Source: an optimization exercise on an open RTL-to-GDS flow (aim: small area, a short achievable clock period and few clock cycles per item). Production flows keep margins and buffers that such runs may drop.
Only simulation tests tie the RTL to the original design; equivalence was not proved.
Power is estimated from default activity; no workload was simulated.

File: design.v
`timescale 1ns / 1ps
`default_nettype none
package ptle_pkg;
	typedef enum logic [2:0] {
		OP_FIND   = 3'd0,
		OP_ADD    = 3'd1,
		OP_REMOVE = 3'd2,
		OP_TOUCH  = 3'd3,
		OP_UNLINK = 3'd4,
		OP_EVICT  = 3'd5
	} op_t;
	localparam logic [1:0] ST_OK      = 2'd0;
	localparam logic [1:0] ST_MISS    = 2'd1;
	localparam logic [1:0] ST_EMPTY   = 2'd2;
	localparam logic [1:0] ST_PINNED  = 2'd3;
	localparam int FILE_W = 8;
	localparam int PAGE_W = 16;
	localparam int MASK_W = 16;
endpackage
`default_nettype wire
`timescale 1ns / 1ps
`default_nettype none
module ptle_cell (
	input  wire                            clk,
	input  wire                            arst_n,
	input  wire [ptle_pkg::FILE_W-1:0]     wr_file,
	input  wire [ptle_pkg::PAGE_W-1:0]     wr_page,
	input  wire [ptle_pkg::FILE_W-1:0]     cmp_file,
	input  wire [ptle_pkg::PAGE_W-1:0]     cmp_page,
	input  wire                            wr_key,
	input  wire                            clr_valid,
	output logic                           eq,
	output logic                           valid,
	output logic [ptle_pkg::FILE_W-1:0]    kfile,
	output logic [ptle_pkg::PAGE_W-1:0]    kpage
);
	logic valid_q;
	logic [ptle_pkg::FILE_W-1:0] file_q;
	logic [ptle_pkg::PAGE_W-1:0] page_q;
	always_ff @(posedge clk or negedge arst_n) begin
		if (!arst_n) valid_q <= 1'b0;
		else if (wr_key) valid_q <= 1'b1;
		else if (clr_valid) valid_q <= 1'b0;
	end
	always_ff @(posedge clk) begin
		if (wr_key) begin
			file_q <= wr_file;
			page_q <= wr_page;
		end
	end
	assign eq    = file_q == cmp_file && page_q == cmp_page;
	assign valid = valid_q;
	assign kfile = file_q;
	assign kpage = page_q;
endmodule
`default_nettype wire
`timescale 1ns / 1ps
`default_nettype none
module page_table_lru_evictor_top (
	input  wire         clk,
	input  wire         arst_n,
	input  wire         in_valid,
	output logic        in_ready,
	input  wire  [2:0]  opcode,
	input  wire  [7:0]  file_id,
	input  wire  [15:0] page_number,
	input  wire  [3:0]  frame,
	input  wire  [15:0] pinned_mask,
	input  wire  [15:0] dirty_mask,
	output logic        out_valid,
	input  wire         out_ready,
	output logic [1:0]  status,
	output logic [3:0]  frame_out,
	output logic [7:0]  victim_file_id,
	output logic [15:0] victim_page_number,
	output logic        needs_writeback
);
	localparam int N = 16;
	localparam int RW = 31;
	logic        s1_v;
	logic [2:0]  op_q;
	logic [7:0]  fid_q;
	logic [15:0] pg_q;
	logic [3:0]  fr_q;
	logic [15:0] dirty_q;
	logic [N-1:0] eq_q;       
	logic        peq_q;      
	logic        padd_q;     
	logic [3:0]  pfr_q;      
	logic [N-1:0] vic_q;      
	logic        vfound_q;   
	logic        vlisted_q;  
	logic        ready_q;    
	logic        exec;       
	assign in_ready = ready_q;
	assign exec = s1_v && ready_q;
	logic is_find, is_add, is_remove, is_touch, is_unlink, is_evict;
	assign is_find   = op_q == ptle_pkg::OP_FIND;
	assign is_add    = op_q == ptle_pkg::OP_ADD;
	assign is_remove = op_q == ptle_pkg::OP_REMOVE;
	assign is_touch  = op_q == ptle_pkg::OP_TOUCH;
	assign is_unlink = op_q == ptle_pkg::OP_UNLINK;
	assign is_evict  = op_q == ptle_pkg::OP_EVICT;
	logic [N-1:0] fsel;
	assign fsel = N'(1) << fr_q;
	logic [N-1:0] eq_in, kvalid, wr_key, clr_valid;
	logic [7:0]  kfile [N];
	logic [15:0] kpage [N];
	for (genvar g = 0; g < N; g++) begin : g_cell
		ptle_cell u_cell (
			.clk(clk), .arst_n(arst_n),
			.wr_file(fid_q), .wr_page(pg_q),
			.cmp_file(file_id), .cmp_page(page_number),
			.wr_key(wr_key[g]), .clr_valid(clr_valid[g]),
			.eq(eq_in[g]), .valid(kvalid[g]), .kfile(kfile[g]), .kpage(kpage[g])
		);
	end
	logic [N-1:0] match, first;
	logic hit;
	always_comb begin
		for (int i = 0; i < N; i++)
			match[i] = kvalid[i] && (padd_q && pfr_q == 4'(i) ? peq_q : eq_q[i]);
	end
	assign first = match & ~(match - 1'b1);
	assign hit = |match;
	logic [3:0] hit_idx;
	always_comb begin
		hit_idx = '0;
		for (int i = 0; i < N; i++)
			if (first[i]) hit_idx = hit_idx | 4'(i);
	end
	logic ev_ok;
	assign ev_ok = is_evict && vfound_q;
	logic [N-1:0] on_q, on_n;
	always_comb begin
		on_n = on_q;
		if (exec) begin
			if (is_touch) on_n = on_q | fsel;
			else if (is_unlink) on_n = on_q & ~fsel;
			else if (ev_ok) on_n = on_q & ~vic_q;
		end
	end
	logic [N-1:0] tsel;
	logic [N*N-1:0] newer_q, newer_n, newer;
	assign tsel = exec && is_touch ? fsel : '0;
	always_comb begin
		newer_n = newer_q;
		newer = '0;
		for (int i = 0; i < N; i++)
			for (int j = 0; j < N; j++)
				if (i < j) begin
					newer_n[i*N+j] = tsel[i] || (newer_q[i*N+j] && !tsel[j]);
					newer[i*N+j] = newer_n[i*N+j];
				end else if (i > j) begin
					newer[i*N+j] = !newer_n[j*N+i];
				end
	end
	logic [N-1:0] cand, vic_in;
	assign cand = on_n & ~pinned_mask;
	always_comb begin
		for (int v = 0; v < N; v++) begin
			vic_in[v] = cand[v];
			for (int j = 0; j < N; j++)
				if (j != v && cand[j] && !newer[j*N+v]) vic_in[v] = 1'b0;
		end
	end
	always_ff @(posedge clk or negedge arst_n) begin
		if (!arst_n) on_q <= '0;
		else on_q <= on_n;
	end
	for (genvar i = 0; i < N; i++) begin : g_row
		for (genvar j = i + 1; j < N; j++) begin : g_col
			always_ff @(posedge clk) newer_q[i*N+j] <= newer_n[i*N+j];
		end
	end
	always_ff @(posedge clk) begin
		if (ready_q) begin
			op_q      <= opcode;
			fid_q     <= file_id;
			pg_q      <= page_number;
			fr_q      <= frame;
			dirty_q   <= dirty_mask;
			eq_q      <= eq_in;
			peq_q     <= fid_q == file_id && pg_q == page_number;
			padd_q    <= s1_v && is_add;
			pfr_q     <= fr_q;
			vic_q     <= vic_in;
			vfound_q  <= |cand;
			vlisted_q <= |on_n;
		end
	end
	logic [3:0]  vidx;
	logic [7:0]  vfile;
	logic [15:0] vpage;
	logic        vdirty;
	always_comb begin
		vidx = '0; vfile = '0; vpage = '0;
		for (int i = 0; i < N; i++) begin
			if (vic_q[i]) vidx = vidx | 4'(i);
			if (vic_q[i] && kvalid[i]) begin
				vfile = vfile | kfile[i];
				vpage = vpage | kpage[i];
			end
		end
	end
	assign vdirty = |(vic_q & dirty_q);
	assign wr_key = exec && is_add ? fsel : '0;
	assign clr_valid = exec && is_remove ? first : exec && ev_ok ? vic_q : '0;
	logic [1:0]  r_st;
	logic [3:0]  r_fr;
	logic [7:0]  r_vf;
	logic [15:0] r_vp;
	logic        r_wb;
	always_comb begin
		r_st = ptle_pkg::ST_OK;
		r_fr = '0;
		r_vf = '0;
		r_vp = '0;
		r_wb = 1'b0;
		if (is_find || is_remove) begin
			if (!hit) r_st = ptle_pkg::ST_MISS;
			else if (is_find) r_fr = hit_idx;
		end else if (is_evict) begin
			if (!vlisted_q) r_st = ptle_pkg::ST_EMPTY;
			else if (!vfound_q) r_st = ptle_pkg::ST_PINNED;
			else begin
				r_fr = vidx;
				r_vf = vfile;
				r_vp = vpage;
				r_wb = vdirty;
			end
		end
	end
	logic skid_v;
	logic [RW-1:0] skid_q, res;
	assign res = {r_st, r_fr, r_vf, r_vp, r_wb};
	logic pop;
	assign pop = out_valid && out_ready;
	logic s1_v_n, out_valid_n, skid_v_n;
	always_comb begin
		s1_v_n = ready_q ? in_valid : s1_v;
		out_valid_n = out_valid;
		skid_v_n = skid_v;
		if (pop) begin
			out_valid_n = skid_v || exec;
			skid_v_n = 1'b0;
		end else if (exec) begin
			if (out_valid) skid_v_n = 1'b1;
			else out_valid_n = 1'b1;
		end
	end
	always_ff @(posedge clk or negedge arst_n) begin
		if (!arst_n) begin
			s1_v      <= 1'b0;
			ready_q   <= 1'b1;
			out_valid <= 1'b0;
			skid_v    <= 1'b0;
		end else begin
			s1_v      <= s1_v_n;
			ready_q   <= !s1_v_n || !(out_valid_n && skid_v_n);
			out_valid <= out_valid_n;
			skid_v    <= skid_v_n;
		end
	end
	always_ff @(posedge clk) begin
		if (!out_valid || out_ready)
			{status, frame_out, victim_file_id, victim_page_number, needs_writeback} <=
				skid_v ? skid_q : res;
		if (!skid_v && out_valid && !out_ready) skid_q <= res;
	end
endmodule
`default_nettype wire
File: run.sh
#!/bin/bash
# synth_recipe.tcl (not shown) runs the flow's synth.tcl, then flattens the netlist and writes it again
# the make line also repeats each setting of config.mk as NAME=value (left out here)
make -C /OpenROAD-flow-scripts/flow DESIGN_CONFIG=/design/flow/config.mk WORK_HOME=/design/flow/orfs CLKGATE_MAP_FILE= SYNTH_SCRIPT=/design/flow/synth_recipe.tcl finish
File: config.mk
export PLATFORM = sky130hd
export DESIGN_NAME = page_table_lru_evictor_top
export DESIGN_NICKNAME = page_table_lru_evictor_top
export VERILOG_FILES = /design/flow/design.v
export SDC_FILE = /design/flow/constraint.sdc
export NUM_CORES = 4
export LEC_CHECK = 0
export CAP_MARGIN = 20
export CORE_MARGIN = 2
export CORE_UTILIZATION = 30
export CTS_BUF_LIST = sky130_fd_sc_hd__clkbuf_4 sky130_fd_sc_hd__clkbuf_8
export SETUP_SLACK_MARGIN = 4.3
export SLEW_MARGIN = 20
export TNS_END_PERCENT = 5
File: constraint.sdc
create_clock -name core_clock -period 7.0 [get_ports {clk}]
set_input_delay 1.4000 -clock core_clock [delete_from_list [all_inputs] [get_ports {clk}]]
set_output_delay 1.4000 -clock core_clock [all_outputs]
set_load 0.01 [all_outputs]
==> results of run 1 <==
-- metal layers --
| layer | part of all wire [%] | vias up |
|---|---|---|
| met5 | 0.053 | - |
| met4 | 5.3 | 10 |
| met3 | 11 | 390 |
| met2 | 45 | 1758 |
| met1 | 39 | 12186 |
| li1 | - | 10010 |
-- power by group through the flow --
stage	Combinational [uW]	Clock, uW	Sequential, uW
2_1_floorplan	1560	0	5780
3_3_place_gp	2480	0	6020
3_5_place_dp	2480	0	6040
4_1_cts	2810	3830	5910
5_1_grt	3150	3990	5970
6_report	2990	3790	5900
-- stage by stage --
stage,hold WS (ps),setup WS (ps)
final,470.7,3832
after global routing,480.5,3904
after CTS,466.4,3953
after detailed placement,456.3,2593
after global placement,446.6,2367
after floorplan,426.3,4071
-- cells in the mapped netlist (all sizes together) (5+ instances only) --
| cell type | number | share of area (%) |
|---|---|---|
| a21o | 19 | 0.45 |
| nand4 | 72 | 1.4 |
| nor4 | 99 | 2.0 |
| dfxtp | 120 | 7.6 |
| nand4b | 5 | 0.14 |
| xnor2 | 136 | 3.8 |
| xor2 | 272 | 7.5 |
| o31ai | 6 | 0.16 |
| clkbuf | 129 | 1.5 |
| nor2 | 54 | 0.69 |
| a22oi | 124 | 2.9 |
| a31oi | 21 | 0.42 |
| a22o | 63 | 1.7 |
| inv | 89 | 1.1 |
| o211ai | 14 | 0.33 |
| o21ai | 27 | 0.44 |
| and2 | 26 | 0.52 |
| buf | 29 | 0.48 |
| dfrtp | 35 | 2.8 |
| edfxtp | 533 | 51 |
| o2111ai | 9 | 0.25 |
| a21oi | 82 | 1.3 |
| o221ai | 13 | 0.42 |
| nor3 | 37 | 0.69 |
| nand3 | 27 | 0.44 |
| mux2 | 35 | 1.2 |
| mux2i | 9 | 0.29 |
| a221oi | 73 | 2.1 |
| o22ai | 30 | 0.59 |
| a211oi | 6 | 0.16 |
| and3 | 24 | 0.48 |
| nand2b | 5 | 0.099 |
| and4b | 5 | 0.16 |
| a31o | 12 | 0.33 |
| nand2 | 169 | 2.0 |
| a221o | 17 | 0.54 |
-- cell type report --
| class | instances | area, um^2 |
|---|---|---|
| antenna | 2 | 5.005 |
| timing repair buffer | 265 | 2414 |
| tap | 1380 | 1727 |
| sequential | 689 | 19310 |
| fill | 10089 | 65640 |
| clock buffer | 156 | 1897 |
| inverter | 89 | 334.1 |
| multi-input combinational | 1562 | 12130 |
| clock inverter | 49 | 481.7 |
-- flip-flops by register name (all words and copies together) (netlist names), 2 cells and up --
register and count:
fr_q 4, newer_q 120, pg_q 16, fid_q 8, victim_page_number 16, skid_q 31, pfr_q 4, on_q 16
status 2, vic_q 16, op_q 3, g_cell.u_cell.file_q 128, frame_out 4, victim_file_id 8, g_cell.u_cell.valid_q 16, eq_q 16
dirty_q 16, g_cell.u_cell.page_q 256
-- timing repair --
action	4_1_cts	5_1_grt
buffers inserted	85	15
endpoints found under the setup margin	291	200
gates resized for setup	164	18
cloned	5	0
pin swaps	39	5
-- worst max-delay path: cells and delay by family --
family / cells / cell delay, ps
and+or+nand+nor: 3 / 1240
xor gates and xnor gates: 1 / 280
buffers and inverters: 2 / 760
-- logic make-up after synthesis --
logic type             count (synthesis)  share of synthesized area [%]
buffers and inverters                247                          3.073
XOR/XNOR                             408                          11.32
multiplexers                          44                          1.534
AO/OA/AOI/OAI                        542                          13.03
AND/OR/NAND/NOR                      564                          9.845
flip-flops                           689                          61.19
-- final timing paths --
kind                           startpoint            to  slack, ps  cells after the start
setup / recovery           page_number[5]       eq_q[5]       3830                      6
hold / removal               newer_q[109]  newer_q[109]        470                      2
setup reg to reg                  ready_q     vic_q[12]       3980                      7
hold reg to reg              newer_q[109]  newer_q[109]        470                      2
max in group asynchronous          arst_n        skid_v       5540                      1
min in group asynchronous          arst_n          s1_v        800                      1
==> summary.txt, run 1 <==
- Slowest cell on crit path: nor4_2
- Number of global-route vias before repair: 23452
- Bufs on Longest Clock Path: 3
- Critical Path Source Type: input pin
- CP Max Fanout: 18
- Clock skew: 41.14 ps
- # Max-Cap Violations: 0
- Die height: 328.3 um
- Clk sinks: 689
- Final hold violation count: 0
- CP peak stage delay: 530 ps
- CTS tree: yes
- EDFF count, synth: 533
- Net Sw Power: 4197 uW
- Clock Power Share: 29.9%
- Nets: 2786
- Final Cell Area: 0.03830 mm^2
- Total power draw: 12680 uW
- Comb pwr share: 23.6%
- RSZ-0062 raised after global routing: true
- CTS H-tree lvls: 3
- GR Util met1: 30.41%
- WL/cell: 30.91 um
- Leakage: 0.01359 uW
- Final Max Slew Viols: 0
- Status: complete, no violations
- Syn Inst Count: 2494
- First-pass GRT wire length: 180100 um
- Met2 GRT Util: 36.27%
- GP Congestion: 1.007
- Post-DP Area: 0.03434 mm^2
- HP Class: reg2reg
- Number of CTS-inserted buffers: 112
- Number of vias per cell: 5.810
- GRT overflow: 0
- Library cells used by synthesis: 89
- Layout area overhead: 21.37%
- Post-synthesis sequential area ratio: 61.19%
- Pre-antenna DRT Iters: 6
- Initial DRC count: 3540
- Post-DP HPWL: 85020 um
- Core Box Area: 0.1039 mm^2
- Pint: 8479 uW
- CTS root buffer: clkbuf_8
- Largest net degree at the start of global routing: 40
- Worst VDD drop: 0.0001510 V
- Final worst-path cycle share: 45.25%
- Critical Path Sink Type: register
- Routed Antenna Nets: 0
- WP data required: 7540 ps
- Share of layout cells above drive strength 1: 19.64%
- Slew of the pin with the lowest slew margin: 1125 ps
- Worst-path cell chain: clkdlybuf4s50_1, buf_4, xor2_1, nor4_2, nand4_1, nor3_1
- Reg power frac: 46.6%
- Syn avg cell area: 12.65 um^2
- Async set-or-reset flop fraction in the synthesized netlist: 5.225%
- FP Rows: 118
- Yosys warnings: 4
- DIE AREA: 0.1078 mm^2
- DR vias: 24354
- Starting Density: 30.36%
- Seq cells post-synth: 689
- Synth Cell Area: 0.03156 mm^2
- Final setup vio count: 0
- Placed cells: 3880
- Fmax: 315.7 MHz
- Global routing's busiest layer: met2
- Cts hold-fix bufs: 0
- Cell Pwr Density: 331.0 mW/mm^2
- Net Sw Frac: 33.11%
- Slew margin rel.: 24.99%
- Setup Crit Path Kind: in2reg
- Most used DFF post-synth: edfxtp_1
- Reg clk slew, reported paths: 70 ps
- Final std cells w/o fill: 4192
- Met3 Use GR: 5.994%
- All-Layer GR Usage: 23.41%
- DRC: 0
- Most frequent cells in the layout: edfxtp_1 (533), xor2_1 (272), nand2_1 (166)
- Initial antenna violation count: 7
- Setup_tns: 0 ps
- WL final: 129600 um
- Most common cell after layout, fill and taps aside: edfxtp_1
- Fin crit period: 3168 ps
- Syn Nets: 2561
- Clock Latency Late Sink: 780 ps
- Port Buf Inserts: 99
- Number of top-level pins: 100
- Die Wd: 328.3 um
- Util after Layout: 36.85%
- CP arrival: 3700 ps
Testbench counts, summed over its fixed seeds: cycles 32,016, items 32,000.
==> run 2, diff against run 1 <==
--- a/config.mk
+++ b/config.mk
@@ -8,7 +8,5 @@
 export CAP_MARGIN = 20
 export CORE_MARGIN = 2
 export CORE_UTILIZATION = 30
-export CTS_BUF_LIST = sky130_fd_sc_hd__clkbuf_4 sky130_fd_sc_hd__clkbuf_8
 export SETUP_SLACK_MARGIN = 4.3
 export SLEW_MARGIN = 20
-export TNS_END_PERCENT = 5
==> run 2 against run 1 <==
  * Total power increased by 7.6%
  * Register-to-register slack improved by 100 ps
  * Sequential power about the same
  * Synthesized area unchanged
  * Die area unchanged
  * Final cell count increased by 1.7%
  * Maximum frequency increased by 8.5%
  * Clock-buffer cell count decreased by 65
  * Still clean on timing, DRC and antenna
==> summary.txt, run 2 <==
- Top flop regs: g_cell.u_cell.page_q: 256 flops, g_cell.u_cell.file_q: 128 flops, newer_q: 120 flops
- DIE AREA: 0.1078 mm^2 (unchanged)
- HP Class: reg2reg
- Reg-to-Reg End: vic_q[12]
- Initial antenna violation count: 4 (-3)
- Final hold violation count: 0 (unchanged)
- Post-synthesis sequential area ratio: 61.19% (unchanged)
- Initial DRC count: 3574 (+0.96%)
- Number of CTS-inserted buffers: 76 (-32%)
- CP arrival: 3340 ps (-360 ps)
- WL/cell: 31.24 um (+1.1%)
- WP buf/inv: 2 (unchanged)
- Layout area overhead: 30.05%
- Most common cell after layout, fill and taps aside: edfxtp_1
- Largest register FFs: 256 (unchanged)
- Total power draw: 13630 uW (+7.6%)
- Reg clk slew, reported paths: 60 ps (about the same)
- Synth Cell Area: 0.03156 mm^2 (unchanged)
- Cell accounting for the most synthesized area: edfxtp_1
- Yosys warnings: 4 (unchanged)
- Port Buf Inserts: 99 (unchanged)
- Setup_tns: 0 ps (unchanged)
- WL final: 133200 um (+2.8%)
- Fin crit period: 2920 ps (-248.0 ps)
- Fmax: 342.5 MHz (+8.5%)
- Most used DFF post-synth: edfxtp_1
- Nets: 2889 (+3.7%)
- DP Worst Slack: 2658 ps (+65.21 ps)
- CTS H-tree lvls: 3 (unchanged)
- Share of layout cells above drive strength 1: 26.06% (+6.4 points)
- Pre-antenna DRT Iters: 6 (unchanged)
- Worst Hold End: newer_q[38]
- Reg power frac: 43.2% (-3.4 points)
- DRC: 0 (unchanged)
- Most frequent cells in the layout: edfxtp_1 (533), xor2_1 (269), buf_4 (237)
- Core Box Area: 0.1039 mm^2 (unchanged)
- CTS tree: yes
- Setup Crit Path Kind: reg2reg
- Number of top-level pins: 100 (unchanged)
- Starting Density: 30.36% (unchanged)
- Largest net degree at the start of global routing: 40 (unchanged)
- Leakage: 0.01468 uW (+8.0%)
- Reg2Reg Depth: 9 (+2)
- Routed Antenna Nets: 0 (unchanged)
- Status: complete, no violations
- Final Max Slew Viols: 0 (unchanged)
- RR Startpoint: fr_q[3]
- Syn avg cell area: 12.65 um^2 (unchanged)
- DR vias: 24796 (+1.8%)
- CP peak stage delay: 550 ps (+20 ps)
- Top-count cell post-synth: edfxtp_1
- Fillers: 9789 (-3.0%)
- Hold Startpoint: newer_q[38]
- Syn Inst Count: 2494 (unchanged)
- Number of global-route vias before repair: 23396 (-0.24%)
- Library cells used by synthesis: 89 (unchanged)
- Post-DP HPWL: 86120 um (+1.3%)
- Cell family with most CP delay: simple AND/OR/NAND/NOR gates
- Clock skew: 35.73 ps (-5.411 ps)
- Worst path most repeated cell: buf_6
- Biggest register: g_cell.u_cell.page_q
- Worst R2R Setup Slack: 4080 ps (+100 ps)
- Final worst-path cycle share: 41.71% (-3.5 points)
- Placed cells: 3878 (-0.052%)
- Critical Path Sink Type: register
- GRT overflow: 0 (unchanged)
- Post-synth top cells: edfxtp_1 (533), xor2_1 (272), nand2_1 (169)
- Async set-or-reset flop fraction in the synthesized netlist: 5.225% (unchanged)
- Slew margin rel.: 32.09% (+7.1 points)
- CP Max Fanout: 9 (-9)
- Worst-path cell chain: buf_6, or4b_4, a221o_1, a21oi_4, buf_6, nor2_4, a21oi_2, o211ai_1, nor4_4
- Number of vias per cell: 5.815 (about the same)
- GP Congestion: 1.005 (-0.24%)
- Critical Path Source Type: register
- Die height: 328.3 um (unchanged)
- # Max-Cap Violations: 0 (unchanged)
- Bufs on Longest Clock Path: 3 (unchanged)
- FP Rows: 118 (unchanged)
- EDFF count, synth: 533 (unchanged)
- All-Layer GR Usage: 23.80% (+0.39 points)
- Worst VDD drop: 0.0002165 V (+43%)
- Comb pwr share: 25.1% (+1.5 points)
- Final worst slack: 4080 ps (+248.0 ps)
- Cell Pwr Density: 332.2 mW/mm^2 (+0.38%)
- Final std cells w/o fill: 4264 (+1.7%)
- Area contributors post-synth: edfxtp_1 (51%), dfxtp_1 (7.6%), xor2_1 (7.5%)
- Hold Crit Depth: 2 (unchanged)
- Clk sinks: 689 (unchanged)
- Share of the synthesized area in the top cell type: 50.72% (unchanged)
- Seq cells post-synth: 689 (unchanged)
- Worst hold slack: 460.8 ps (-9.924 ps)
- CTS root buffer: clkbuf_16
- Die Wd: 328.3 um (unchanged)
- Clock Power Share: 31.6% (+1.7 points)
- Slowest cell on crit path: or4b_4
- First-pass GRT wire length: 182200 um (+1.2%)
- RSZ-0062 raised after global routing: true
- Syn Nets: 2561 (unchanged)
- Slew of the pin with the lowest slew margin: 1019 ps (-106.5 ps)
- Net Sw Frac: 32.29% (-0.83 points)
- Pint: 9233 uW (+8.9%)
- Final setup vio count: 0 (unchanged)
- Net Sw Power: 4402 uW (+4.9%)
- Cts hold-fix bufs: 0 (unchanged)
- Clock Latency Late Sink: 640 ps (-140 ps)
- WP data required: 7420 ps (-120 ps)
## run 2: changes by cell type in the layout (fill, tap and decap cells not counted), moves of 18 or more
cell and delta:
nor4_1 -41, clkdlybuf4s15_1 +21, nor4_4 +18, buf_12 +28
clkbuf_16 +83, buf_4 +98, clkbuf_4 -39, clkbuf_8 -112
dlygate4sd2_1 -27, nor4_2 +23
## run 2: worst max-delay path by stage
stage                                       endpoint  cells past startpoint  slack [ps]        from
after global placement                       eq_q[9]                      5        2650  file_id[1]
after floorplan           g_cell[0].u_cell.file_q[0]                      6        4070     ready_q
after CTS                                   in_ready                      1        4060     ready_q
after detailed placement                     eq_q[9]                      5        2660  file_id[1]
final                                      vic_q[12]                      9        4080     fr_q[3]
after global routing                        vic_q[0]                     10        4020     fr_q[3]
## run 2: final cells by class
cell class	instances	area [um^2]	share of cell area, %
sequential	689	19320	47.07
multi-input combinational	1564	13090	31.88
inverter	89	334.1	0.8140
timing repair buffer	402	3900	9.503
tap	1380	1727	4.207
clock inverter	47	569.3	1.387
antenna	2	5.005	0.01219
clock buffer	91	2105	5.128
## run 2: stage by stage
stage	utilization [%]	instance area, um^2
after global routing	39.48	41040
after global placement	33.14	34440
after CTS	37.92	39410
after floorplan	-	32120
after detailed placement	33.16	34470
final	39.49	41040
## run 2: routing by layer
metal / track usage (%) / wire [um]
met2: 36.56 / 59190
met4: 12.12 / 7830
met1: 31.60 / 50610
met3: 5.156 / 15540
met5: 0 / 24
## run 2: kinds of logic after synthesis
kind of cell           synth area share (%)
buffers and inverters                 3.073
flip-flops                            61.19
multiplexers                          1.534
XOR/XNOR                              11.32
AND/OR/NAND/NOR                       9.845
AO/OA/AOI/OAI                         13.03
## run 2: power by group through the flow
stage          logic [uW]  clock network, uW  registers, uW
3_5_place_dp         2540                  0           6040
2_1_floorplan        1600                  0           5790
6_report             3420               4310           5900
3_3_place_gp         2540                  0           6020
4_1_cts              3050               4350           5880
5_1_grt              3580               4500           5960
## run 2: timing repair
item                                   CTS  global route
pin swaps                               48            70
setup endpoints to repair              302           113
gates cloned                             5             3
endpoints found under the hold margin    0             0
buffers inserted                       136           102
gates resized for setup                294           148
## run 2: worst min-delay path: stages (launching register included)
cell,delay [ps]
dfxtp_1,320
a21oi_2,70
inv_1,50
==> run 3, diff against run 2 <==
--- a/design.v
+++ b/design.v
@@ -76,7 +76,6 @@
 	output logic        needs_writeback
 );
 	localparam int N = 16;
-	localparam int RW = 31;
 	logic        s1_v;
 	logic [2:0]  op_q;
 	logic [7:0]  fid_q;
@@ -90,10 +89,13 @@
 	logic [N-1:0] vic_q;      
 	logic        vfound_q;   
 	logic        vlisted_q;  
-	logic        ready_q;    
+	logic        busy_q;     
+	logic        ready;      
 	logic        exec;       
-	assign in_ready = ready_q;
-	assign exec = s1_v && ready_q;
+	logic        skid_v;
+	assign in_ready = !busy_q;
+	assign ready = !(s1_v && out_valid && skid_v);
+	assign exec = s1_v && ready;
 	logic is_find, is_add, is_remove, is_touch, is_unlink, is_evict;
 	assign is_find   = op_q == ptle_pkg::OP_FIND;
 	assign is_add    = op_q == ptle_pkg::OP_ADD;
@@ -174,7 +176,7 @@
 		end
 	end
 	always_ff @(posedge clk) begin
-		if (ready_q) begin
+		if (ready) begin
 			op_q      <= opcode;
 			fid_q     <= file_id;
 			pg_q      <= page_number;
@@ -189,6 +191,15 @@
 			vlisted_q <= |on_n;
 		end
 	end
+	logic skid_kv;
+	logic [1:0] skid_st;
+	logic [3:0] skid_fr;
+	logic       skid_wb;
+	logic [N-1:0] ksel;
+	always_comb begin
+		if (skid_v) ksel = skid_kv ? N'(1) << skid_fr : '0;
+		else ksel = is_evict ? vic_q & kvalid : '0;
+	end
 	logic [3:0]  vidx;
 	logic [7:0]  vfile;
 	logic [15:0] vpage;
@@ -197,7 +208,7 @@
 		vidx = '0; vfile = '0; vpage = '0;
 		for (int i = 0; i < N; i++) begin
 			if (vic_q[i]) vidx = vidx | 4'(i);
-			if (vic_q[i] && kvalid[i]) begin
+			if (ksel[i]) begin
 				vfile = vfile | kfile[i];
 				vpage = vpage | kpage[i];
 			end
@@ -208,14 +219,10 @@
 	assign clr_valid = exec && is_remove ? first : exec && ev_ok ? vic_q : '0;
 	logic [1:0]  r_st;
 	logic [3:0]  r_fr;
-	logic [7:0]  r_vf;
-	logic [15:0] r_vp;
 	logic        r_wb;
 	always_comb begin
 		r_st = ptle_pkg::ST_OK;
 		r_fr = '0;
-		r_vf = '0;
-		r_vp = '0;
 		r_wb = 1'b0;
 		if (is_find || is_remove) begin
 			if (!hit) r_st = ptle_pkg::ST_MISS;
@@ -225,20 +232,15 @@
 			else if (!vfound_q) r_st = ptle_pkg::ST_PINNED;
 			else begin
 				r_fr = vidx;
-				r_vf = vfile;
-				r_vp = vpage;
 				r_wb = vdirty;
 			end
 		end
 	end
-	logic skid_v;
-	logic [RW-1:0] skid_q, res;
-	assign res = {r_st, r_fr, r_vf, r_vp, r_wb};
 	logic pop;
 	assign pop = out_valid && out_ready;
 	logic s1_v_n, out_valid_n, skid_v_n;
 	always_comb begin
-		s1_v_n = ready_q ? in_valid : s1_v;
+		s1_v_n = ready ? in_valid : s1_v;
 		out_valid_n = out_valid;
 		skid_v_n = skid_v;
 		if (pop) begin
@@ -252,21 +254,27 @@
 	always_ff @(posedge clk or negedge arst_n) begin
 		if (!arst_n) begin
 			s1_v      <= 1'b0;
-			ready_q   <= 1'b1;
+			busy_q    <= 1'b0;
 			out_valid <= 1'b0;
 			skid_v    <= 1'b0;
 		end else begin
 			s1_v      <= s1_v_n;
-			ready_q   <= !s1_v_n || !(out_valid_n && skid_v_n);
+			busy_q    <= s1_v_n && out_valid_n && skid_v_n;
 			out_valid <= out_valid_n;
 			skid_v    <= skid_v_n;
 		end
 	end
 	always_ff @(posedge clk) begin
-		if (!out_valid || out_ready)
-			{status, frame_out, victim_file_id, victim_page_number, needs_writeback} <=
-				skid_v ? skid_q : res;
-		if (!skid_v && out_valid && !out_ready) skid_q <= res;
+		if (!out_valid || out_ready) begin
+			if (skid_v) {status, frame_out, needs_writeback} <= {skid_st, skid_fr, skid_wb};
+			else {status, frame_out, needs_writeback} <= {r_st, r_fr, r_wb};
+			victim_file_id <= vfile;
+			victim_page_number <= vpage;
+		end
+		if (!skid_v && out_valid && !out_ready) begin
+			{skid_st, skid_fr, skid_wb} <= {r_st, r_fr, r_wb};
+			skid_kv <= |ksel;
+		end
 	end
 endmodule
 `default_nettype wire
--- a/config.mk
+++ b/config.mk
@@ -8,5 +8,6 @@
 export CAP_MARGIN = 20
 export CORE_MARGIN = 2
 export CORE_UTILIZATION = 30
-export SETUP_SLACK_MARGIN = 4.3
+export SETUP_SLACK_MARGIN = 4.4
 export SLEW_MARGIN = 20
+export TNS_END_PERCENT = 20
==> run 3 against run 2 <==
  * Clock-buffer cell count grew 2
  * Synthesized area shrank 2.8%
  * Non-clock buffer count grew 41
  * Maximum frequency shrank 0.32%
  * First-iteration DRC count grew 8.0%
  * Critical path type unchanged
  * Critical endpoint is now vic_q[1]
  * Hold slack lost 1.1 ps
  * Via count grew 0.96%
  * Clock power grew 2%
  * Worst setup slack lost 9.3 ps
  * Die area shrank 2.8%
==> summary.txt, run 3 <==
- Synth Area in XOR/XNOR: 11.65% (+0.33 points)
- Final worst slack: 4071 ps (-9.280 ps)
- Top-count cell post-synth: edfxtp_1
- EDFF count, synth: 510 (-4.3%)
- Number of top-level pins: 100 (unchanged)
- Die Wd: 323.7 um (-1.4%)
- CTS tree: yes
- Pre-antenna DRT Iters: 6 (unchanged)
- Final setup vio count: 0 (unchanged)
- Simple-Gate Fraction of Synth Area: 10.33% (+0.48 points)
- CTS root buffer: clkbuf_16
- Fin crit period: 2929 ps (+9.280 ps)
- Largest register FFs: 256 (unchanged)
- Syn Inst Count: 2430 (-2.6%)
- Die height: 323.7 um (-1.4%)
- Starting Density: 30.18% (-0.18 points)
- Most frequent cells in the layout: edfxtp_1 (510), xor2_1 (265), buf_4 (248)
- Leakage: 0.01493 uW (+1.7%)
- GP Congestion: 0.9727 (-3.2%)
- Critical Path Sink Type: register
- Synth Cell Area: 0.03066 mm^2 (-2.8%)
- Syn Nets: 2497 (-2.5%)
- Biggest register: g_cell.u_cell.page_q
- Top flop regs: g_cell.u_cell.page_q: 256 flops, g_cell.u_cell.file_q: 128 flops, newer_q: 120 flops
- Final worst-path cycle share: 41.84% (+0.13 points)
- RSZ-0062 raised after global routing: true
- Most common cell after layout, fill and taps aside: edfxtp_1
- WP data required: 7450 ps (+30 ps)
- FP Rows: 117 (-0.85%)
- Nets: 2883 (-0.21%)
- HP Class: reg2reg
- Sequential cell area: 0.01862 mm^2 (-3.6%)
- Post-synth top cells: edfxtp_1 (510), xor2_1 (272), nand2_1 (205)
- DIE AREA: 0.1048 mm^2 (-2.8%)
- Worst VDD drop: 0.0001677 V (-23%)
- Number of vias per cell: 5.892 (+1.3%)
- DRC: 0 (unchanged)
- Compound-Gate Fraction of Synth Area: 14.19% (+1.2 points)
- Number of global-route vias before repair: 22981 (-1.8%)
- Setup Crit Path Kind: reg2reg
- Syn avg cell area: 12.62 um^2 (-0.28%)
- Area of the multi-input gates: 0.01338 mm^2 (+2.3%)
- Seq cells post-synth: 666 (-3.3%)
- Final Max Slew Viols: 0 (unchanged)
- GRT overflow: 0 (unchanged)
- Adder-Cell Fraction of Synth Area: 0% (unchanged)
- Routed Antenna Nets: 0 (unchanged)
- # Max-Cap Violations: 0 (unchanged)
- Initial antenna violation count: 7 (+3)
- WL final: 133400 um (+0.17%)
- Number of CTS-inserted buffers: 78 (+2.6%)
- First-pass GRT wire length: 176800 um (-3.0%)
- All-Layer GR Usage: 23.77% (-0.030 points)
- Metal-1 WL: 50550 um (-0.12%)
- Cell Pwr Density: 287.0 mW/mm^2 (-14%)
- Post-DP HPWL: 82530 um (-4.2%)
- CP Max Fanout: 8 (-1)
- Cell accounting for the most synthesized area: edfxtp_1
- Clk sinks: 666 (-3.3%)
- DR vias: 25035 (+0.96%)
- Critical Path Source Type: register
- Cts hold-fix bufs: 0 (unchanged)
- CTS H-tree lvls: 3 (unchanged)
- Largest family of logic cells by synthesized area: compound AO/OA/AOI/OAI gates
- Status: complete, no violations
- Port Buf Inserts: 99 (unchanged)
- Bufs on Longest Clock Path: 3 (unchanged)
- Area contributors post-synth: edfxtp_1 (50%), dfxtp_1 (7.8%), xor2_1 (7.8%)
- Yosys warnings: 4 (unchanged)
- Mux cell area share after synthesis: 0.3183% (-1.2 points)
- Post-synthesis sequential area ratio: 60.72% (-0.47 points)
- Clock Latency Late Sink: 660 ps (+20 ps)
- Share of layout cells above drive strength 1: 27.66% (+1.6 points)
- Met2 wire length: 59540 um (+0.59%)
- Layout area overhead: 34.25%
- CP arrival: 3380 ps (+40 ps)
- DR WL met3: 15240 um (-1.9%)
- Slew of the pin with the lowest slew margin: 1175 ps (+156.5 ps)
- Share of the synthesized area in the top cell type: 49.95% (-0.77 points)
- Final hold violation count: 0 (unchanged)
- Fmax: 341.4 MHz (-0.32%)
- Fillers: 9435 (-3.6%)
- Largest net degree at the start of global routing: 51 (+28%)
- Core Box Area: 0.1016 mm^2 (-2.3%)
- WL/cell: 31.40 um (+0.52%)
- Most used DFF post-synth: edfxtp_1
- DP Worst Slack: 2597 ps (-61.06 ps)
- Async set-or-reset flop fraction in the synthesized netlist: 5.405% (+0.18 points)
- Library cells used by synthesis: 91 (+2.2%)
- Clock skew: 32.41 ps (-3.314 ps)
- Setup_tns: 0 ps (unchanged)
- Initial DRC count: 3860 (+8.0%)
- Reg clk slew, reported paths: 60 ps (about the same)
- Slew margin rel.: 21.57% (-11 points)
- Top layer in use: met5
## run 3: kinds of logic (layout without fill, tap and decap cells)
kind of cell / count (synthesis) / in the layout
multiplexers: 9 / 9
other: 0 / 3
XOR/XNOR: 408 / 408
AND/OR/NAND/NOR: 581 / 588
AO/OA/AOI/OAI: 557 / 558
flip-flops: 666 / 666
buffers and inverters: 209 / 649
## run 3: critical path, cell delays in order (launching register included)
cell	delay, ps
edfxtp_1	410
buf_6	170
buf_6	130
and4b_4	420
o2111ai_4	150
a21o_1	200
nor2b_4	160
a222oi_1	500
nand3_2	170
nor4_4	390
## run 3: cell type report
| type | count | share of cell area (%) |
|---|---|---|
| Multi-Input combinational cell | 1563 | 32.51 |
| Clock inverter | 49 | 1.529 |
| Sequential cell | 666 | 45.24 |
| Inverter | 64 | 0.5836 |
| Tap cell | 1368 | 4.158 |
| Antenna cell | 3 | 0.01824 |
| Timing Repair Buffer | 443 | 10.88 |
| Clock buffer | 93 | 5.085 |
## run 3: worst paths after layout
path,from,endpoint,slack [ps],cells after the start
worst max-delay path,fr_q[3],vic_q[1],4070,9
worst min-delay path,newer_q[106],newer_q[106],460,2
worst max register to register,fr_q[3],vic_q[1],4070,9
worst min register to register,newer_q[106],newer_q[106],460,2
max in group asynchronous,arst_n,s1_v,5450,1
min in group asynchronous,arst_n,on_q[9],880,1
## run 3: per-stage QoR
step	util (%)	hold slack, ps	cell area, um^2	total power, uW	std cells
after global placement	32.99	450.6	33520	6746	3820
after floorplan	-	429.8	30800	6009	2430
after CTS	38.38	466.1	38990	11410	4117
final	40.52	459.7	41160	11810	4249
after global routing	40.51	480.0	41160	12110	4247
after detailed placement	33.01	454.5	33540	6755	3821
## run 3: per-layer routing
metal,up-vias,GRT usage [%]
li1,10212,-
met1,12522,31.34
met2,1847,37.89
met3,446,5.088
met4,8,9.784
met5,-,0
## run 3: power breakdown
group | leakage (uW) | switching, uW | internal, uW
clock network | 0.00131 | 1780 | 2600
logic | 0.00737 | 1410 | 949
registers | 0.00624 | 326 | 4740
total | 0.0149 | 3520 | 8290
## run 3: what timing repair did
item	4_1_cts	5_1_grt
gates cloned	7	12
endpoints found under the setup margin	320	182
setup buffers	147	117
pin swaps	80	83
resized for setup	365	204
Testbench counts of run 3, summed over its fixed seeds: cycles 32,016, items 32,000.
==> run 4, diff against run 3 <==
--- a/config.mk
+++ b/config.mk
@@ -10,4 +10,3 @@
 export CORE_UTILIZATION = 30
 export SETUP_SLACK_MARGIN = 4.4
 export SLEW_MARGIN = 20
-export TNS_END_PERCENT = 20
==> run 4 against run 3 <==
  * Still clean on timing, DRC and antenna
  * Sequential share of layout area up 1.4 points
  * Global-route usage up 0.19 points
  * Sequential cell count unchanged
  * Total power down 5.3%
  * First-iteration DRC count about the same
  * Synthesized cell count is the same
  * Core utilization decreased by 1.2 points
  * Routed wire length shrank 1.6%
  * Worst setup slack better by 74 ps
  * Via count is 0.96% lower
  * Cell area is 3.0% lower
  * Critical path type unchanged
  * Highest routed layer unchanged
==> summary.txt, run 4 <==
- Status: complete, no violations
- GRT overflow: 0 (unchanged)
- Async set-or-reset flop fraction in the synthesized netlist: 5.405% (unchanged)
- Top flop regs: g_cell.u_cell.page_q: 256 flops, g_cell.u_cell.file_q: 128 flops, newer_q: 120 flops
- Initial DRC count: 3863 (+0.078%)
- Final Max Slew Viols: 0 (unchanged)
- Bufs on Longest Clock Path: 3 (unchanged)
- Slew margin rel.: 35.61% (+14 points)
- Fin crit period: 2855 ps (-74.07 ps)
- Final worst slack: 4145 ps (+74.07 ps)
- Cts hold-fix bufs: 0 (unchanged)
- DIE AREA: 0.1048 mm^2 (unchanged)
- Post-synth top cells: edfxtp_1 (510), xor2_1 (272), nand2_1 (205)
- Clock skew: 38.49 ps (+6.077 ps)
- Pre-antenna DRT Iters: 7 (+1)
- Die Wd: 323.7 um (unchanged)
- Die height: 323.7 um (unchanged)
- DRC: 0 (unchanged)
- Synth Cell Area: 0.03066 mm^2 (unchanged)
- Post-DP Area: 0.03352 mm^2 (about the same)
- Post-DP HPWL: 83500 um (+1.2%)
- Final std cells w/o fill: 4203 (-1.1%)
- Fmax: 350.3 MHz (+2.6%)
- Cell accounting for the most synthesized area: edfxtp_1
- Leakage: 0.01444 uW (-3.3%)
- Number of top-level pins: 100 (unchanged)
- CTS root buffer: clkbuf_16
- EDFF count, synth: 510 (unchanged)
- Critical Path Source Type: register
- Most common cell after layout, fill and taps aside: edfxtp_1
- Number of vias per cell: 5.899 (+0.13%)
- Nets: 2842 (-1.4%)
- Syn avg cell area: 12.62 um^2 (unchanged)
- Cell Pwr Density: 280.4 mW/mm^2 (-2.3%)
- Top-count cell post-synth: edfxtp_1
- Number of CTS-inserted buffers: 74 (-5.1%)
- Setup_tns: 0 ps (unchanged)
- Area contributors post-synth: edfxtp_1 (50%), dfxtp_1 (7.8%), xor2_1 (7.8%)
- First-pass GRT wire length: 177500 um (+0.41%)
- Most used DFF post-synth: edfxtp_1
- CP Max Fanout: 16 (+8)
- Port Buf Inserts: 99 (unchanged)
- Number of global-route vias before repair: 22892 (-0.39%)
- DP Worst Slack: 2446 ps (-151.0 ps)
- Share of the synthesized area in the top cell type: 49.95% (unchanged)
- CTS H-tree lvls: 3 (unchanged)
- Slew of the pin with the lowest slew margin: 965.8 ps (-209.4 ps)
- Post-synthesis sequential area ratio: 60.72% (unchanged)
- Layout area overhead: 30.20%
- Initial antenna violation count: 9 (+2)
- Routed Antenna Nets: 0 (unchanged)
- Biggest register: g_cell.u_cell.page_q
- Seq cells post-synth: 666 (unchanged)
- Placed cells: 3820 (-0.026%)
- Clock Latency Late Sink: 650 ps (about the same)
- Setup Crit Path Kind: reg2reg
- GP Congestion: 1.021 (+5.0%)
- All-Layer GR Usage: 23.96% (+0.19 points)
- Core Box Area: 0.1016 mm^2 (unchanged)
- Final worst-path cycle share: 40.78% (-1.1 points)
- Worst VDD drop: 0.0001680 V (+0.16%)
- Syn Nets: 2497 (unchanged)
- Critical Path Sink Type: register
- Reg clk slew, reported paths: 60 ps (about the same)
- FP Rows: 117 (unchanged)
- WP data required: 7340 ps (-110 ps)
- Library cells used by synthesis: 91 (unchanged)
- HP Class: reg2reg
- Final Cell Area: 0.03992 mm^2 (-3.0%)
- CP arrival: 3190 ps (-190 ps)
- CTS tree: yes
- Share of layout cells above drive strength 1: 26.79% (-0.87 points)
- Syn Inst Count: 2430 (unchanged)
- Starting Density: 30.18% (unchanged)
- Clk sinks: 666 (unchanged)
- DR vias: 24795 (-0.96%)
- Largest net degree at the start of global routing: 37 (-27%)
- WL final: 131400 um (-1.6%)
- RSZ-0062 raised after global routing: true
- Final hold violation count: 0 (unchanged)
- Final setup vio count: 0 (unchanged)
- WL/cell: 31.25 um (-0.47%)
- Most frequent cells in the layout: edfxtp_1 (510), xor2_1 (263), buf_4 (239)
- Largest register FFs: 256 (unchanged)
- Yosys warnings: 4 (unchanged)
- # Max-Cap Violations: 0 (unchanged)
-- run 4: where the power goes --
part	switching, uW	total, uW	internal, uW
logic	1350	2200	846
registers	336	5080	4740
clock network	1700	3920	2220
total	3390	11200	7800
-- run 4: worst max-delay path, stage by stage, from the launching register on --
cell	delay (ps)
edfxtp_1	430
buf_12	180
nor4b_4	370
a22oi_1	220
o21ai_0	270
nand2_1	110
or4_1	550
nor4_2	240
nand4_1	180
-- run 4: metal layers --
layer / wire [um] / track usage (%) / share of wire [%]
met1: 49500 / 31.34 / 38
met2: 58240 / 37.34 / 44
met3: 15210 / 5.444 / 12
met4: 8318 / 11.81 / 6.3
met5: 81 / 0 / 0.062
-- run 4: kinds of logic (layout without fill, tap and decap cells) --
family                 Yosys count  after routing  synth area share, %
buffers and inverters          209            608                2.787
other                            0              2                    0
AO/OA/AOI/OAI                  557            559                14.19
flip-flops                     666            666                60.72
multiplexers                     9              9               0.3183
AND/OR/NAND/NOR                581            583                10.33
XOR/XNOR                       408            408                11.65
-- run 4: what timing repair did --
item / CTS / global route
gates resized for setup: 439 / 175
cloned: 3 / 4
setup endpoints to repair: 595 / 134
pin swaps: 62 / 69
buffers inserted: 125 / 115
-- run 4: layout make-up --
type                            instances  area [um^2]
Fill cell                            9597        61670
Sequential cell                       666        18620
Multi-Input combinational cell       1559        13160
Timing Repair Buffer                  410         3795
Clock buffer                           97         2042
Tap cell                             1368         1712
Clock inverter                         37        342.8
Inverter                               64        240.2
Antenna cell                            2        5.005
-- run 4: path summary, 6_finish.rpt --
| check | startpoint | end | slack [ps] | depth (start not counted) |
|---|---|---|---|---|
| hold reg to reg | newer_q[188] | newer_q[188] | 460 | 2 |
| hold / removal | newer_q[188] | newer_q[188] | 460 | 2 |
| setup / recovery | fr_q[0] | vlisted_q | 4150 | 8 |
| min in group asynchronous | arst_n | on_q[7] | 880 | 1 |
| setup reg to reg | fr_q[0] | vlisted_q | 4150 | 8 |
| max in group asynchronous | arst_n | s1_v | 5420 | 1 |
-- run 4: through the flow --
step	hold slack, ps	util (%)	total power (uW)
floorplan	429.8	-	6014
global placement	448.3	32.99	6760
detailed placement	452.0	32.99	6767
CTS	462.7	37.51	10900
global route	486.7	39.29	11500
finish	463.9	39.29	11190
==> run 5, diff against run 4 <==
--- a/design.v
+++ b/design.v
@@ -123,7 +123,14 @@
 		for (int i = 0; i < N; i++)
 			match[i] = kvalid[i] && (padd_q && pfr_q == 4'(i) ? peq_q : eq_q[i]);
 	end
-	assign first = match & ~(match - 1'b1);
+	always_comb begin
+		logic seen;
+		seen = 1'b0;
+		for (int i = 0; i < N; i++) begin
+			first[i] = match[i] && !seen;
+			seen = seen || match[i];
+		end
+	end
 	assign hit = |match;
 	logic [3:0] hit_idx;
 	always_comb begin
==> run 5 against run 4 <==
  * Total power increased by 4.1%
  * Clock skew is essentially flat
  * Clock-buffer cell count up 5
  * Largest cell class unchanged
  * Sequential share of layout area is 2.2 points lower
  * Routed wire length is 7.1% higher
  * Highest routed layer unchanged
  * Worst setup slack worse by 160 ps
  * Sequential cell count stayed put
  * Via count grew 5.0%
  * Hold slack got worse by 1.1 ps
  * Register-to-register slack got worse by 160 ps
==> summary.txt, run 5 <==
- Biggest register: g_cell.u_cell.page_q
- Share of layout cells above drive strength 1: 31.57% (+4.8 points)
- Hold Startpoint: newer_q[2]
- Net Sw Power: 3649 uW (+7.7%)
- DIE AREA: 0.1046 mm^2 (-0.20%)
- Initial antenna violation count: 12 (+3)
- Nets: 2936 (+3.3%)
- CP arrival: 3520 ps (+330 ps)
- Reg clk slew, reported paths: 70 ps (about the same)
- Most common cell after layout, fill and taps aside: edfxtp_1
- Share of the synthesized area in the top cell type: 50.05% (+0.10 points)
- Largest register FFs: 256 (unchanged)
- CTS root buffer: clkbuf_16
- Setup_tns: 0 ps (unchanged)
- CTS H-tree lvls: 3 (unchanged)
- Met3 Use GR: 6.205% (+0.76 points)
- Bufs on Longest Clock Path: 3 (unchanged)
- Fillers: 9140 (-4.8%)
- Util after Layout: 41.27% (+2.0 points)
- GP Congestion: 0.9965 (-2.4%)
- Yosys warnings: 4 (unchanged)
- Status: complete, no violations
- Clk sinks: 666 (unchanged)
- Critical Path Source Type: register
- Global routing's busiest layer: met2
- WP data required: 7500 ps (+160 ps)
- Synth Cell Area: 0.03060 mm^2 (-0.21%)
- DR vias: 26024 (+5.0%)
- Net Sw Frac: 31.31% (+1.0 points)
- Die height: 323.4 um (-0.10%)
- Number of CTS-inserted buffers: 74 (unchanged)
- WL/cell: 32.74 um (+4.8%)
- Comb pwr share: 22.4% (+2.8 points)
- # Max-Cap Violations: 0 (unchanged)
- Number of top-level pins: 100 (unchanged)
- Reg-to-Reg End: vic_q[8]
- Layout area overhead: 36.83%
- Leakage: 0.01522 uW (+5.4%)
- Worst setup startpoint: op_q[0]
- Initial DRC count: 4295 (+11%)
- RR Startpoint: op_q[0]
- Cell Pwr Density: 278.3 mW/mm^2 (-0.72%)
- Port Buf Inserts: 99 (unchanged)
- RSZ-0062 raised after global routing: true
- HP Class: reg2reg
- CP Max Fanout: 7 (-9)
- EDFF count, synth: 510 (unchanged)
- CP peak stage delay: 530 ps (-20 ps)
- Slew margin rel.: 36.41% (+0.80 points)
- First-pass GRT wire length: 180300 um (+1.6%)
- Number of global-route vias before repair: 23649 (+3.3%)
- Pint: 8004 uW (+2.6%)
- Syn Nets: 2494 (-0.12%)
- WL final: 140700 um (+7.1%)
- GR Util met1: 31.28% (-0.058 points)
- Top-count cell post-synth: edfxtp_1
- Reg power frac: 44.1% (-1.3 points)
- Total power draw: 11650 uW (+4.1%)
- Crit path to: vic_q[8]
- Most frequent cells in the layout: edfxtp_1 (510), buf_4 (269), xor2_1 (261)
- Worst-path cell chain: buf_6, nor3b_4, buf_12, buf_8, a22oi_2, o21ai_4, buf_6, buf_12, a211oi_2, a2111oi_4, o2111ai_2, nor4_2
- Clock skew: 38.21 ps (-0.2817 ps)
- GRT overflow: 0 (unchanged)
- Cell accounting for the most synthesized area: edfxtp_1
- All-Layer GR Usage: 24.36% (+0.40 points)
- Seq cells post-synth: 666 (unchanged)
- DRC: 0 (unchanged)
- Clock Latency Late Sink: 670 ps (+20 ps)
- Worst R2R Setup Slack: 3980 ps (-160 ps)
- Starting Density: 30.16% (about the same)
- Fin crit period: 3019 ps (+164.4 ps)
- Final setup vio count: 0 (unchanged)
- Pre-antenna DRT Iters: 9 (+2)
- Final worst-path cycle share: 43.13% (+2.3 points)
- Final hold violation count: 0 (unchanged)
- Post-DP HPWL: 83310 um (-0.23%)
- Clock Power Share: 33.5% (-1.5 points)
- Worst VDD drop: 0.0001852 V (+10%)
- Core Box Area: 0.1014 mm^2 (-0.14%)
- Final Max Slew Viols: 0 (unchanged)
- Post-synthesis sequential area ratio: 60.85% (+0.13 points)
- Syn avg cell area: 12.61 um^2 (about the same)
- Slowest cell on crit path: a2111oi_4
- Fmax: 331.2 MHz (-5.4%)
- Slew of the pin with the lowest slew margin: 953.8 ps (-11.96 ps)
- CTS tree: yes
- Met2 GRT Util: 37.39% (+0.047 points)
- Library cells used by synthesis: 85 (-6.6%)
- Most used DFF post-synth: edfxtp_1
- Number of vias per cell: 6.054 (+2.6%)
- Largest net degree at the start of global routing: 47 (+27%)
- Async set-or-reset flop fraction in the synthesized netlist: 5.405% (unchanged)
- Post-synth top cells: edfxtp_1 (510), xor2_1 (272), nand2_1 (164)
- Worst hold slack: 462.8 ps (-1.099 ps)
- Area contributors post-synth: edfxtp_1 (50%), dfxtp_1 (7.9%), xor2_1 (7.8%)
- Syn Inst Count: 2427 (-0.12%)
- Die Wd: 323.4 um (-0.10%)
- FP Rows: 117 (unchanged)
- Setup Crit Path Kind: reg2reg
- Top flop regs: g_cell.u_cell.page_q: 256 flops, g_cell.u_cell.file_q: 128 flops, newer_q: 120 flops
- Critical Path Sink Type: register
- Routed Antenna Nets: 0 (unchanged)
- Reg2Reg Depth: 12 (+4)
- Cts hold-fix bufs: 0 (unchanged)
## run 5: repair_timing
action	4_1_cts	5_1_grt
setup buffers	189	122
resized for setup	552	253
pin swaps	100	124
setup endpoints to repair	472	248
gates cloned	11	18
## run 5: power groups by stage
stage | sequential [uW] | clock, uW | combinational [uW]
finish | 5140 | 3900 | 2610
global route | 5160 | 4070 | 2680
CTS | 5100 | 3910 | 2140
detailed placement | 5180 | 0 | 1660
global placement | 5170 | 0 | 1660
floorplan | 5020 | 0 | 1020
## run 5: stage by stage
stage	setup WS, ps	cell area, um^2	instances
after floorplan	4259	30830	2427
after global placement	2396	33450	3819
after detailed placement	2757	33500	3821
after CTS	4210	39320	4152
after global routing	3925	41850	4292
final	3981	41870	4299
## run 5: area by class of cell
type	instances	area, um^2	area share [%]
multi-input combinational	1548	13680	32.68
inverter	77	301.5	0.7202
timing repair buffer	502	5179	12.37
sequential	666	18620	44.48
tap	1368	1712	4.088
antenna	7	17.52	0.04184
clock inverter	29	272.8	0.6515
clock buffer	102	2081	4.970
## run 5: logic make-up (layout without fill, tap and decap cells)
| kind of cell | Yosys count | after routing | synth area share [%] |
|---|---|---|---|
| other | 0 | 7 | 0 |
| XOR/XNOR | 408 | 408 | 11.68 |
| AO/OA/AOI/OAI | 571 | 574 | 14.06 |
| flip-flops | 666 | 666 | 60.85 |
| AND/OR/NAND/NOR | 544 | 549 | 9.904 |
| buffers and inverters | 221 | 710 | 2.916 |
| multiplexers | 17 | 17 | 0.5929 |
## run 5: per-layer routing
layer	part of all wire (%)	up-vias
li1	-	10296
met1	35	12756
met2	43	2327
met3	14	635
met4	8.1	10
met5	0.041	-
## run 5: worst min path at each step
stage	depth (start not counted)	endpoint	slack, ps
floorplan	2	newer_q[4]	430
global placement	2	newer_q[10]	440
detailed placement	2	newer_q[11]	450
CTS	2	newer_q[90]	450
global route	2	newer_q[93]	480
finish	2	newer_q[2]	460
## run 5: critical path, delay by kind of cell, from the launching register on
kind	cells	cell delay [ps]
DFF	1	440
and+or+nand+nor	2	490
AOI/OAI and AO/OA	5	1250
buffers and inverters	5	700
Testbench counts of run 5, summed over its fixed seeds: cycles 32,016, items 32,000.
==> run 6, diff against run 5 <==
--- a/design.v
+++ b/design.v
@@ -80,12 +80,11 @@
 	logic [2:0]  op_q;
 	logic [7:0]  fid_q;
 	logic [15:0] pg_q;
-	logic [3:0]  fr_q;
+	logic [N-1:0] fsel;       
 	logic [15:0] dirty_q;
 	logic [N-1:0] eq_q;       
 	logic        peq_q;      
-	logic        padd_q;     
-	logic [3:0]  pfr_q;      
+	logic [N-1:0] padd_q;     
 	logic [N-1:0] vic_q;      
 	logic        vfound_q;   
 	logic        vlisted_q;  
@@ -103,8 +102,6 @@
 	assign is_touch  = op_q == ptle_pkg::OP_TOUCH;
 	assign is_unlink = op_q == ptle_pkg::OP_UNLINK;
 	assign is_evict  = op_q == ptle_pkg::OP_EVICT;
-	logic [N-1:0] fsel;
-	assign fsel = N'(1) << fr_q;
 	logic [N-1:0] eq_in, kvalid, wr_key, clr_valid;
 	logic [7:0]  kfile [N];
 	logic [15:0] kpage [N];
@@ -121,16 +118,9 @@
 	logic hit;
 	always_comb begin
 		for (int i = 0; i < N; i++)
-			match[i] = kvalid[i] && (padd_q && pfr_q == 4'(i) ? peq_q : eq_q[i]);
-	end
-	always_comb begin
-		logic seen;
-		seen = 1'b0;
-		for (int i = 0; i < N; i++) begin
-			first[i] = match[i] && !seen;
-			seen = seen || match[i];
-		end
-	end
+			match[i] = kvalid[i] && (padd_q[i] ? peq_q : eq_q[i]);
+	end
+	assign first = match & ~(match - 1'b1);
 	assign hit = |match;
 	logic [3:0] hit_idx;
 	always_comb begin
@@ -187,12 +177,11 @@
 			op_q      <= opcode;
 			fid_q     <= file_id;
 			pg_q      <= page_number;
-			fr_q      <= frame;
+			fsel      <= N'(1) << frame;
 			dirty_q   <= dirty_mask;
 			eq_q      <= eq_in;
 			peq_q     <= fid_q == file_id && pg_q == page_number;
-			padd_q    <= s1_v && is_add;
-			pfr_q     <= fr_q;
+			padd_q    <= s1_v && is_add ? fsel : '0;
 			vic_q     <= vic_in;
 			vfound_q  <= |cand;
 			vlisted_q <= |on_n;
==> run 6 against run 5 <==
  * Sequential cell count increased by 23
  * Non-clock buffer count decreased by 103
  * Critical path type unchanged
  * Cell area decreased by 1.0%
  * Highest routed layer unchanged
  * Clock-buffer cell count decreased by 14
  * First-iteration DRC count decreased by 8.2%
==> summary.txt, run 6 <==
- Status: complete, no violations
- Slowest cell on crit path: dfrtp_2
- Placed cells: 3792 (-0.76%)
- Largest net degree at the start of global routing: 81 (+72%)
- Slew margin rel.: 45.47% (+9.1 points)
- Adder-Cell Fraction of Synth Area: 0% (unchanged)
- DIE AREA: 0.1072 mm^2 (+2.5%)
- Syn Inst Count: 2403 (-0.99%)
- CP Max Fanout: 25 (+18)
- Final Max Slew Viols: 0 (unchanged)
- Critical Path Source Type: register
- Critical Path Sink Type: register
- Core Box Area: 0.1036 mm^2 (+2.2%)
- CTS root buffer: clkbuf_16
- Layout area overhead: 32.07%
- WL final: 140300 um (-0.34%)
- Top flop regs: g_cell.u_cell.page_q: 256 flops, g_cell.u_cell.file_q: 128 flops, newer_q: 120 flops
- Cell Pwr Density: 322.5 mW/mm^2 (+16%)
- Worst-path cell chain: inv_2, nand3_4, buf_4, o22ai_2, buf_4, a22o_1, a221oi_1, nand4_1
- Starting Density: 30.27% (+0.11 points)
- Synth Area in XOR/XNOR: 11.39% (-0.29 points)
- Leakage: 0.01494 uW (-1.9%)
- Area contributors post-synth: edfxtp_1 (51%), dfxtp_1 (7.7%), xor2_1 (7.6%)
- Number of vias per cell: 5.971 (-1.4%)
- Number of global-route vias before repair: 23468 (-0.77%)
- Clock skew: 56.36 ps (+18.15 ps)
- Bufs on Longest Clock Path: 3 (unchanged)
- Initial antenna violation count: 3 (-9)
- Worst path most repeated cell: buf_4
- First-pass GRT wire length: 187200 um (+3.8%)
- DR vias: 25145 (-3.4%)
- GP Congestion: 0.9996 (+0.31%)
- Seq cells post-synth: 689 (+3.5%)
- Largest family of logic cells by synthesized area: compound AO/OA/AOI/OAI gates
- Clk sinks: 689 (+3.5%)
- Synth Cell Area: 0.03137 mm^2 (+2.5%)
- Post-synthesis sequential area ratio: 61.54% (+0.70 points)
- Final setup vio count: 0 (unchanged)
- Number of top-level pins: 100 (unchanged)
- Slew of the pin with the lowest slew margin: 817.1 ps (-136.7 ps)
- Clock Latency Late Sink: 680 ps (about the same)
- CTS H-tree lvls: 3 (unchanged)
- Top-count cell post-synth: edfxtp_1
- CP arrival: 3200 ps (-320 ps)
- Yosys warnings: 4 (unchanged)
- Post-DP HPWL: 84730 um (+1.7%)
- Port Buf Inserts: 99 (unchanged)
- Most frequent cells in the layout: edfxtp_1 (533), xor2_1 (256), buf_4 (199)
- CP peak stage delay: 530 ps (about the same)
- HP Class: reg2reg
- Share of layout cells above drive strength 1: 28.46% (-3.1 points)
- FP Rows: 118 (+0.85%)
- Final std cells w/o fill: 4211 (-2.0%)
- Cell accounting for the most synthesized area: edfxtp_1
- Simple-Gate Fraction of Synth Area: 8.714% (-1.2 points)
- Final hold violation count: 0 (unchanged)
- # Max-Cap Violations: 0 (unchanged)
- EDFF count, synth: 533 (+4.5%)
- Die Wd: 327.4 um (+1.2%)
- WL/cell: 33.31 um (+1.7%)
- Die height: 327.4 um (+1.2%)
- Number of CTS-inserted buffers: 77 (+4.1%)
- Biggest register: g_cell.u_cell.page_q
- RSZ-0062 raised after global routing: true
- Most used DFF post-synth: edfxtp_1
- Setup Crit Path Kind: reg2reg
- Pre-antenna DRT Iters: 9 (unchanged)
- Compound-Gate Fraction of Synth Area: 14.43% (+0.37 points)
- Worst VDD drop: 0.0002017 V (+8.9%)
- DRC: 0 (unchanged)
- Share of the synthesized area in the top cell type: 51.01% (+0.96 points)
- Routed Antenna Nets: 0 (unchanged)
- Fin crit period: 2864 ps (-154.9 ps)
- GRT overflow: 0 (unchanged)
- Most common cell after layout, fill and taps aside: edfxtp_1
- WP data required: 7330 ps (-170 ps)
- Syn avg cell area: 13.06 um^2 (+3.6%)
- Reg clk slew, reported paths: 60 ps (about the same)
- Setup_tns: 0 ps (unchanged)
- Mux cell area share after synthesis: 0.7657% (+0.17 points)
- Largest register FFs: 256 (unchanged)
- All-Layer GR Usage: 24.77% (+0.41 points)
- Async set-or-reset flop fraction in the synthesized netlist: 5.225% (-0.18 points)
- Initial DRC count: 3942 (-8.2%)
- Syn Nets: 2470 (-0.96%)
- Post-synth top cells: edfxtp_1 (533), xor2_1 (272), xnor2_1 (136)
- CTS tree: yes
- Nets: 2832 (-3.5%)
- Final worst-path cycle share: 40.92% (-2.2 points)
- Fmax: 349.1 MHz (+5.4%)
- Library cells used by synthesis: 76 (-11%)
run 6: cell count changes after synthesis, moves of 20 or more:
| cell | previous run | this run |
|---|---|---|
| a22oi_1 | 59 | 23 |
| nand3_1 | 40 | 12 |
| a21o_1 | 23 | 52 |
| o21ai_1 | 23 | 1 |
| nand2_1 | 164 | 110 |
| or3_1 | 1 | 22 |
| a221oi_1 | 101 | 121 |
| edfxtp_1 | 510 | 533 |
run 6: path summary, 6_finish.rpt:
path	slack [ps]	to	startpoint	depth (start not counted)
setup / recovery	4140	victim_page_number[15]	skid_v	8
max in group asynchronous	5810	on_q[3]	arst_n	1
min in group asynchronous	750	on_q[9]	arst_n	1
hold reg to reg	460	newer_q[106]	newer_q[106]	2
hold / removal	460	newer_q[106]	newer_q[106]	2
setup reg to reg	4140	victim_page_number[15]	skid_v	8
run 6: per-stage QoR:
step                      cell area, um^2  utilization (%)  worst slack [ps]  total power, uW  hold slack [ps]
final                               41430            39.98              4136            13360            464.6
after CTS                           39310            37.92              4326            12930            459.3
after floorplan                     31560                -              4376             7129            426.0
after global routing                41430            39.98              4127            13690            482.2
after global placement              33980            32.78              2306             8215            442.8
after detailed placement            33990            32.79              2753             8231            448.1
run 6: area by class of cell:
cell class                      instances  area [um^2]
Tap cell                             1380         1727
Fill cell                            9551        62210
Sequential cell                       689        19310
Clock inverter                         55        561.8
Inverter                               85        319.1
Timing Repair Buffer                  399         4194
Multi-Input combinational cell       1513        13300
Antenna cell                            2        5.005
Clock buffer                           88         2018
run 6: critical path, delay by kind of cell, from the launching register on:
family	cells	cell delay, ps
buffers and inverters	3	660
and+or+nand+nor	2	550
AOI/OAI and AO/OA	3	770
DFF	1	530
run 6: cell families (layout without fill, tap and decap cells):
kind of cell    after synthesis  after routing
simple gates                492            514
compound gates              563            569
xor+xnor                    408            408
flops                       689            689
other cells                   0              2
mux                          22             22
buf+inv                     229            627
run 6: what timing repair did:
| item | in CTS | in global routing |
|---|---|---|
| hold endpoints to repair | 0 | 0 |
| gates cloned | 27 | 11 |
| endpoints found under the setup margin | 552 | 400 |
| gates resized for setup | 466 | 128 |
| buffers inserted | 125 | 111 |
| pin swaps | 85 | 93 |
| hold buffers | 0 | 0 |
run 6: per-layer routing:
| layer | vias to the layer above | track usage, % | part of all wire [%] |
|---|---|---|---|
| met2 | 2016 | 38.82 | 45 |
| met4 | 4 | 14.29 | 7.4 |
| met5 | - | 0 | 0.021 |
| met1 | 12504 | 31.58 | 36 |
| li1 | 10077 | - | - |
| met3 | 544 | 5.420 | 12 |
run 6: where the power goes:
part           switching (uW)  internal [uW]
Combinational            2060           1360
Sequential                531           5190
Clock                    1820           2390
Testbench counts of run 6, summed over its fixed seeds: cycles 32,016, items 32,000.

-- static timing again, ports no longer ideal --
Ports are ideal in the flow. The routed layouts listed here were re-timed in OpenROAD.
Step 1 assumes that a clkbuf_16 drives the clock port and a buf_2 every other input.
Step 2 adds t to the input delays and takes it off the output delays; t is the mean of the earliest and latest rising clock arrival at the registers after step 1. Input paths then give back, and output paths get back, about the clock's delay inside the block.
Three values: ideal, step 1, step 2; two values: the first two.
| run | t (ns) | slack for setup (ns) | worst hold slack (ns) | worst setup path at the end | worst data-port slew with drivers (ns) |
|---|---|---|---|---|---|
| run 1 | 0.816 | 3.832 / 3.861 / 3.045 | 0.471 / 0.471 / 0.471 | input to register | 0.08 |
| run 2 | 0.695 | 4.080 / 4.054 / 3.594 | 0.461 / 0.461 / 0.461 | input to register | 0.08 |
| run 3 | 0.710 | 4.071 / 4.071 / 3.510 | 0.460 / 0.460 / 0.460 | input to register | 0.10 |
| run 4 | 0.702 | 4.145 / 4.145 / 3.636 | 0.464 / 0.464 / 0.464 | input to register | 0.10 |
| run 5 | 0.712 | 3.981 / 3.981 / 3.409 | 0.463 / 0.463 / 0.463 | input to register | 0.12 |
| run 6 | 0.734 | 4.136 / 4.136 / 3.486 | 0.465 / 0.465 / 0.465 | input to register | 0.10 |
After both steps setup and hold are still met in every run listed. The setup slack of run 1, which loses most, moves by +0.029 ns with the drivers and by -0.787 ns with both steps.
